This design comes from an exercise in tuning for small area and a short achievable clock period on the open sky130 flow, not from production work. Only simulation tests tie the RTL to the original design; equivalence was not proved. Power figures rest on the tool's default switching activity, not on a simulated workload.

==> design.v <==
`default_nettype none
package fpu_pkg;
    typedef enum logic [2:0] {
        ADD  = 3'b000,
        SUB  = 3'b001,
        MUL  = 3'b010,
        NONE = 3'b111
    } fp_op_e;
    typedef struct packed {
        logic        sign;
        logic [7:0]  exp;
        logic [22:0] frac;
    } fp_word_t;
    localparam logic [7:0] EXP_BIAS = 8'd127;
    localparam logic [7:0] EXP_INF  = 8'hff;
    localparam int         MANT_W   = 24;    
    typedef struct packed {
        fp_op_e              op;
        logic                a_sign;
        logic                b_eff_sign;    
        logic [MANT_W-1:0]   a_mant;
        logic [MANT_W-1:0]   b_mant;
        logic [8:0]          exp_diff;      
        logic [7:0]          big_exp;
        logic                special;
        fp_word_t            special_val;
    } exp_stage_t;
    typedef struct packed {
        fp_op_e              op;
        logic                a_sign;
        logic                b_eff_sign;
        logic [7:0]          big_exp;
        logic [MANT_W-1:0]   a_align;
        logic [MANT_W-1:0]   b_align;
        logic [2*MANT_W-1:0] pp_hi;         
        logic [2*MANT_W-1:0] pp_lo;         
        logic                special;
        fp_word_t            special_val;
    } align_stage_t;
    typedef struct packed {
        fp_op_e              op;
        logic                sign;
        logic [7:0]          exp;
        logic [2*MANT_W-1:0] mant;          
        logic                is_zero;
        logic                special;
        fp_word_t            special_val;
    } mant_stage_t;
endpackage
`default_nettype wire
`default_nettype none
module fp_exp_stage (
    input  wire                     FPUCLK,
    input  wire                     RST,
    input  wire fpu_pkg::fp_word_t  a,
    input  wire fpu_pkg::fp_word_t  b,
    input  wire fpu_pkg::fp_op_e    ctrl,
    output fpu_pkg::exp_stage_t     s1
);
    logic a_inf, b_inf, a_zero, b_zero;
    fpu_pkg::exp_stage_t nxt;
    assign a_inf  = (a.exp == fpu_pkg::EXP_INF);
    assign b_inf  = (b.exp == fpu_pkg::EXP_INF);
    assign a_zero = (a.exp == 8'd0) && (a.frac == 23'd0);
    assign b_zero = (b.exp == 8'd0) && (b.frac == 23'd0);
    always_comb
    begin
        nxt.op          = ctrl;
        nxt.a_sign      = a.sign;
        nxt.b_eff_sign  = b.sign ^ (ctrl == fpu_pkg::SUB);
        nxt.a_mant      = {1'b1, a.frac};
        nxt.b_mant      = {1'b1, b.frac};
        nxt.exp_diff    = {1'b0, a.exp} - {1'b0, b.exp};
        nxt.big_exp     = (a.exp >= b.exp) ? a.exp : b.exp;    
        nxt.special     = 1'b0;
        nxt.special_val = '0;
        case (ctrl)
            fpu_pkg::ADD, fpu_pkg::SUB:
            begin
                nxt.special = a_inf | b_inf | a_zero | b_zero;
                if (a_inf)
                    nxt.special_val = {a.sign, fpu_pkg::EXP_INF, 23'd0};
                else if (b_inf)
                    nxt.special_val = {nxt.b_eff_sign, fpu_pkg::EXP_INF, 23'd0};
                else if (a_zero)
                    nxt.special_val = {nxt.b_eff_sign, b.exp, b.frac};
                else if (b_zero)
                    nxt.special_val = a;
            end
            fpu_pkg::MUL:
            begin
                nxt.big_exp = a.exp + b.exp - fpu_pkg::EXP_BIAS;
                nxt.special = a_inf | b_inf | a_zero | b_zero;
                if (a_inf || b_inf)
                    nxt.special_val = {a.sign ^ b.sign, fpu_pkg::EXP_INF, 23'd0};
                else
                    nxt.special_val = '0;    
            end
            default: ;                       
        endcase
    end
    always_ff @(posedge FPUCLK or negedge RST)
    begin
        if (!RST)
            s1 <= '0;
        else
            s1 <= nxt;
    end
endmodule
`default_nettype wire
`default_nettype none
module fp_align_stage (
    input  wire                       FPUCLK,
    input  wire                       RST,
    input  wire fpu_pkg::exp_stage_t  s1,
    output fpu_pkg::align_stage_t     s2
);
    logic [8:0] shamt;
    logic       b_bigger;
    fpu_pkg::align_stage_t nxt;
    assign b_bigger = s1.exp_diff[8];
    assign shamt    = b_bigger ? (9'd0 - s1.exp_diff) : s1.exp_diff;
    always_comb
    begin
        nxt.op          = s1.op;
        nxt.a_sign      = s1.a_sign;
        nxt.b_eff_sign  = s1.b_eff_sign;
        nxt.big_exp     = s1.big_exp;
        nxt.a_align     = s1.a_mant;
        nxt.b_align     = s1.b_mant;
        nxt.pp_hi       = '0;
        nxt.pp_lo       = '0;
        nxt.special     = s1.special;
        nxt.special_val = s1.special_val;
        if (s1.op == fpu_pkg::ADD || s1.op == fpu_pkg::SUB)
        begin
            if (b_bigger)
                nxt.a_align = (shamt >= 9'd24) ? '0 : (s1.a_mant >> shamt);
            else
                nxt.b_align = (shamt >= 9'd24) ? '0 : (s1.b_mant >> shamt);
        end
        else if (s1.op == fpu_pkg::MUL)
        begin
            nxt.pp_hi = 48'(s1.a_mant * s1.b_mant[23:12]);
            nxt.pp_lo = 48'(s1.a_mant * s1.b_mant[11:0]);
        end
    end
    always_ff @(posedge FPUCLK or negedge RST)
    begin
        if (!RST)
            s2 <= '0;
        else
            s2 <= nxt;
    end
endmodule
`default_nettype wire
`default_nettype none
module fp_mant_stage (
    input  wire                         FPUCLK,
    input  wire                         RST,
    input  wire fpu_pkg::align_stage_t  s2,
    output fpu_pkg::mant_stage_t        s3
);
    logic        eff_add;
    logic        a_ge_b;
    logic [24:0] sum;
    logic [23:0] mag;
    logic [47:0] product;
    fpu_pkg::mant_stage_t nxt;
    assign eff_add = (s2.a_sign == s2.b_eff_sign);
    assign a_ge_b  = (s2.a_align >= s2.b_align);
    assign sum     = {1'b0, s2.a_align} + {1'b0, s2.b_align};
    assign mag     = a_ge_b ? (s2.a_align - s2.b_align) : (s2.b_align - s2.a_align);
    assign product = {s2.pp_hi[35:0], 12'd0} + s2.pp_lo;
    always_comb
    begin
        nxt.op          = s2.op;
        nxt.sign        = s2.a_sign;
        nxt.exp         = s2.big_exp;
        nxt.mant        = '0;
        nxt.is_zero     = 1'b0;
        nxt.special     = s2.special;
        nxt.special_val = s2.special_val;
        case (s2.op)
            fpu_pkg::ADD, fpu_pkg::SUB:
            begin
                if (eff_add)
                begin
                    nxt.mant = {sum, 23'd0};        
                end
                else
                begin
                    nxt.mant    = {1'b0, mag, 23'd0};
                    nxt.sign    = a_ge_b ? s2.a_sign : s2.b_eff_sign;
                    nxt.is_zero = (mag == 24'd0);
                end
            end
            fpu_pkg::MUL:
            begin
                nxt.mant = product;
                nxt.sign = s2.a_sign ^ s2.b_eff_sign;
            end
            default: ;
        endcase
    end
    always_ff @(posedge FPUCLK or negedge RST)
    begin
        if (!RST)
            s3 <= '0;
        else
            s3 <= nxt;
    end
endmodule
`default_nettype wire
`default_nettype none
module fp_norm_stage (
    input  wire                        FPUCLK,
    input  wire                        RST,
    input  wire fpu_pkg::mant_stage_t  s3,
    output fpu_pkg::fp_word_t          out
);
    logic              is_arith;
    logic              zero_sum;
    logic [4:0]        lz;
    logic [47:0]       norm_mant;
    fpu_pkg::fp_word_t nxt_out;
    function automatic logic [4:0] lead_zeros(input logic [23:0] v);
        logic [4:0] n;
        logic       found;
        int         i;
        n     = 5'd0;
        found = 1'b0;
        for (i = 23; i >= 0; i = i - 1)
        begin
            if (!found)
            begin
                if (v[i])
                    found = 1'b1;
                else
                    n = n + 5'd1;
            end
        end
        lead_zeros = n;
    endfunction
    assign is_arith  = (s3.op == fpu_pkg::ADD) || (s3.op == fpu_pkg::SUB) ||
                       (s3.op == fpu_pkg::MUL);
    assign zero_sum  = s3.is_zero || (s3.mant[47:23] == 25'd0);
    assign lz        = lead_zeros(s3.mant[46:23]);
    assign norm_mant = s3.mant << lz;
    always_comb
    begin
        nxt_out = '0;
        if (s3.special)
        begin
            nxt_out = s3.special_val;
        end
        else if (s3.op == fpu_pkg::MUL)
        begin
            if (s3.mant[47])
                nxt_out = {s3.sign, s3.exp + 8'd1, s3.mant[46:24]};
            else
                nxt_out = {s3.sign, s3.exp, s3.mant[45:23]};
        end
        else if (zero_sum)
        begin
            nxt_out = '0;                                    
        end
        else if (s3.mant[47])
        begin
            nxt_out = {s3.sign, s3.exp + 8'd1, s3.mant[46:24]};     
        end
        else
        begin
            nxt_out = {s3.sign, s3.exp - {3'd0, lz}, norm_mant[45:23]};
        end
    end
    always_ff @(posedge FPUCLK or negedge RST)
    begin
        if (!RST)
            out <= '0;
        else if (is_arith)
            out <= nxt_out;           
    end
endmodule
`default_nettype wire
`default_nettype none
module fp_alu (
    input  wire                     FPUCLK,
    input  wire                     RST,
    input  wire fpu_pkg::fp_word_t  a,
    input  wire fpu_pkg::fp_word_t  b,
    input  wire fpu_pkg::fp_op_e    ctrl,
    output fpu_pkg::fp_word_t       out
);
    fpu_pkg::exp_stage_t   s1;
    fpu_pkg::align_stage_t s2;
    fpu_pkg::mant_stage_t  s3;
    fp_exp_stage u_exp (
        .FPUCLK (FPUCLK),
        .RST    (RST),
        .a      (a),
        .b      (b),
        .ctrl   (ctrl),
        .s1     (s1)
    );
    fp_align_stage u_align (
        .FPUCLK (FPUCLK),
        .RST    (RST),
        .s1     (s1),
        .s2     (s2)
    );
    fp_mant_stage u_mant (
        .FPUCLK (FPUCLK),
        .RST    (RST),
        .s2     (s2),
        .s3     (s3)
    );
    fp_norm_stage u_norm (
        .FPUCLK (FPUCLK),
        .RST    (RST),
        .s3     (s3),
        .out    (out)
    );
endmodule
`default_nettype wire
==> run.sh <==
#!/bin/bash
# synth_recipe.tcl (not shown) runs the flow's synth.tcl, then flattens the netlist and writes it again
# the make line also repeats each setting of config.mk as NAME=value (left out here)
make -C /OpenROAD-flow-scripts/flow DESIGN_CONFIG=/design/flow/config.mk WORK_HOME=/design/flow/orfs CLKGATE_MAP_FILE= SYNTH_SCRIPT=/design/flow/synth_recipe.tcl finish
==> config.mk <==
export PLATFORM = sky130hd
export DESIGN_NAME = fp_alu
export DESIGN_NICKNAME = fp_alu
export VERILOG_FILES = /design/flow/design.v
export SDC_FILE = /design/flow/constraint.sdc
export NUM_CORES = 4
export LEC_CHECK = 0
export CAP_MARGIN = 20
export CORE_MARGIN = 2
export CORE_UTILIZATION = 40
export SLEW_MARGIN = 20
==> constraint.sdc <==
create_clock -name core_clock -period 14.5 [get_ports {FPUCLK}]
set_input_delay 2.9000 -clock core_clock [delete_from_list [all_inputs] [get_ports {FPUCLK}]]
set_output_delay 2.9000 -clock core_clock [all_outputs]
set_load 0.01 [all_outputs]
==> impl_metrics.env <==
export IMPL_avgSynthCellArea_sq_um=8.74
export IMPL_cts_tree="done"
export IMPL_core_area_sq_um=108000
export IMPL_initial_core_util_pct=40.2
export IMPL_antenna_left=0
export IMPL_cp_required_ns=15.02
export IMPL_drv_cap=0
export IMPL_final_period_utilization_pct=92.6
export IMPL_fp_dieH_um=334
export IMPL_finClkSkew_ns=0.0354
export IMPL_netlist_area_sq_um=43600
export IMPL_cp_slowest_cell="or4_4"
export IMPL_grt_max_degree=150
export IMPL_insertion_delay_ns=0.59
export IMPL_dieArea_sq_um=112000
export IMPL_r2r_slack_ns=1.07
export IMPL_relSlewSlack_pct=30.3
export IMPL_overflow=0
export IMPL_clk_pin_slew_ns=0.06
export IMPL_r2r_start="u_mant.s3[79]"
export IMPL_grt_total_usage_pct=24.7
export IMPL_min_to="u_align.s2[0]"
export IMPL_viasPerCell=5.57
export IMPL_cp_end_kind="register"
export IMPL_drive_gt1_share_pct=6.13
export IMPL_powerDensity_nw_per_um2=220
export IMPL_cts_buffer_depth=3
export IMPL_status="no timing/DRC/antenna violations"
export IMPL_cp_start_kind="register"
export IMPL_hold_class="reg -> reg"
export IMPL_pin_count=101
export IMPL_min_period_ns=13.43
export IMPL_hold_violations=0
export IMPL_ys_flop_type="dfrtp_1"
export IMPL_dpl_cell_area_sq_um=45900
export IMPL_wl_per_cell_um=21.6
export IMPL_finalWirelength_um=138000
export IMPL_slowest_delay_ns=0.52
export IMPL_synth_nets=5794
export IMPL_synth_edff_count=0
export IMPL_yosysMostFrequentCell="nand2_1"
export IMPL_antenna_found_initial=6
export IMPL_r2r_end="u_norm.out[29]"
export IMPL_dr_pass1_iters=6
export IMPL_gp_congestion=0.967
export IMPL_min_from="u_exp.s1[0]"
export IMPL_critical_path_arrival_ns=13.95
export IMPL_synth_area_top_cells="dfrtp_1 23%, fa_1 21%, ha_1 8.4%"
export IMPL_place_ws_ns=0.316
export IMPL_cts_sinks=394
export IMPL_r2r_cells=74
export IMPL_ys_warn_count=4
export IMPL_synth_seq_area_share_pct=22.6
export IMPL_synthTopCellsByCount="699 x nand2_1, 577 x inv_1, 447 x fa_1, 394 x dfrtp_1, 308 x nor2_1"
export IMPL_vias=35500
export IMPL_synth_async_reset_ratio_pct=100
export IMPL_tightest_slew_ns=1.05
export IMPL_nets=5719
export IMPL_netlist_area_leader_share_pct=22.6
export IMPL_numCtsBuffers=45
export IMPL_grt_pass1_vias=35700
export IMPL_slew_violations=0
export IMPL_ys_types=104
export IMPL_synthesis_instances=4986
export IMPL_ys_ff_latch=394
export IMPL_fill_cells=10700
export IMPL_setup_viol=0
export IMPL_ctsHoldBuffers=0
export IMPL_grt_pass1_wl_um=214000
export IMPL_fmax_ghz=0.0744
export IMPL_drc=0
export IMPL_dp_hpwl_um=102000
export IMPL_die_w_um=334
export IMPL_synth_largest_area_cell="dfrtp_1"
export IMPL_fp_row_count=121
export IMPL_final_setup_worst_slack_ns=1.07
export IMPL_setup_worst_path_class="reg -> reg"
export IMPL_cp_max_fo=8
export IMPL_vdd_drop_max_mv=0.424
export IMPL_p_leak_nw=22.3
export IMPL_portBuffers=100
export IMPL_syn_to_final_growth_pct=9.06
export IMPL_cts_max_level=2
export IMPL_cts_root_buffer="clkbuf_16"
export IMPL_min_path_cells=0
export IMPL_drt_iter0_markers=2702
export IMPL_cpMostUsedCell="ha_1"
export IMPL_final_cell_area_sq_um=47500
-- metal layers --
layer / wire, um / vias up / track usage (%)
met5: 8 / - / 0
met4: 5030 / 2 / 8.75
met3: 7820 / 269 / 2.67
met2: 65600 / 1143 / 41.4
met1: 59100 / 17700 / 33.1
li1: - / 16300 / -
-- cell families (layout without fill, tap and decap cells) --
logic type | count (synthesis) | count (layout) | synth area share [%]
XOR/XNOR | 195 | 195 | 4.19
adder cells (fa/ha/maj) | 741 | 741 | 29.0
AND/OR/NAND/NOR | 1610 | 1610 | 17.3
AO/OA/AOI/OAI | 925 | 925 | 13.5
flip-flops | 394 | 394 | 22.6
multiplexers | 219 | 219 | 5.43
buffers and inverters | 901 | 861 | 7.98
other | 1 | 4 | 0.00861
-- how the worst max path moves through the flow --
stage,startpoint,cells past startpoint,endpoint
2_1_floorplan,u_mant.s3[79],80,u_norm.out[29]
3_3_place_gp,u_mant.s3[80],76,u_norm.out[29]
3_5_place_dp,u_mant.s3[80],76,u_norm.out[29]
4_1_cts,u_mant.s3[80],76,u_norm.out[29]
5_1_grt,u_mant.s3[80],76,u_norm.out[27]
6_report,u_mant.s3[79],74,u_norm.out[29]
-- worst max-delay path, delay by kind of cell (launching register included) --
kind,cells,cell delay [ns]
AOI/OAI and AO/OA,26,4.26
and+or+nand+nor,26,3.87
adders and majority gates,12,3.56
muxes,5,0.72
buffers and inverters,4,0.47
DFF,1,0.37
xor gates and xnor gates,1,0.16
-- where the power goes --
group	total [mW]	switching, mW	internal, mW
sequential	1.39	0.159	1.23
combinational	7.92	4.62	3.30
clock	1.14	0.478	0.659
total	10.5	5.26	5.19
-- timing repair --
item,CTS,global route
endpoints found under the setup margin,0,29
gates resized for setup,0,21
setup buffers,0,4
-- flip-flops by register name, indices dropped and copies added, names as in the netlist --
register,count
u_exp.s1,102
u_align.s2,166
u_mant.s3,94
u_norm.out,32
-- stage by stage --
stage	std cells	hold slack (ns)	total power, mW	util (%)	setup TNS [ns]
floorplan	4986	0.331	7.45	-	0
global placement	6273	0.332	9.11	42.3	0
detailed placement	6273	0.335	9.20	42.3	0
CTS	6355	0.339	10.4	43.7	0
global route	6360	0.349	11.4	43.8	-0.00681
finish	6363	0.342	10.5	43.8	0
-- cell type report --
cell class	instances	area [sq um]	share of cell area, %
clock buffers	60	1230	2.59
diodes	3	7.51	0.0158
flip-flops and latches	394	9870	20.8
clock inverters	22	244	0.513
repair buffers	198	1770	3.73
well taps	1414	1770	3.72
inverters	581	2180	4.59
multi-input cells	3691	30400	64.1
-- cell usage in the layout, fill, tap and decap left out, types with 38 or more instances in the layout --
| cell type | synthesis | layout |
|---|---|---|
| nor2_1 | 308 | 305 |
| mux2i_1 | 189 | 189 |
| nor2b_1 | 38 | 38 |
| fa_1 | 447 | 447 |
| buf_4 | 3 | 96 |
| a21oi_1 | 292 | 286 |
| xor2_1 | 67 | 64 |
| clkdlybuf4s50_1 | 0 | 99 |
| nor3_1 | 72 | 68 |
| a22oi_1 | 39 | 39 |
| and2_1 | 174 | 173 |
| nand2_1 | 699 | 697 |
| xnor2_1 | 120 | 116 |
| a21o_1 | 49 | 49 |
| o21ai_0 | 192 | 188 |
| dfrtp_1 | 394 | 383 |
| ha_1 | 292 | 292 |
| nand3_1 | 58 | 57 |
| inv_1 | 577 | 575 |
| and3_1 | 58 | 57 |
| clkbuf_16 | 0 | 45 |
| o22ai_1 | 41 | 41 |

static timing again, ports no longer ideal:
How much do the figures lean on ideal ports? The routed layout below was timed once more, with nothing changed but the port constraints.
Step 1 sets driving cells, clkbuf_16 on the clock port and buf_2 on the other inputs (assumed; they add their load-dependent delay and slew).
Step 2, shift: input delay + t, output delay - t, t = (earliest + latest rising clock arrival at the registers) / 2. This alone moves slack from input paths to output paths.
Three values: ideal, step 1, step 2; two values: the first two.
shift t [ns]: 0.635
setup WS [ns]: 1.067 / 1.067 / 1.067
worst data-port slew with drivers (ns): 0.05
After both steps this run still meets setup and hold. For this run, drivers alone change the setup slack by 0.000 ns; drivers and shift together by 0.000 ns.
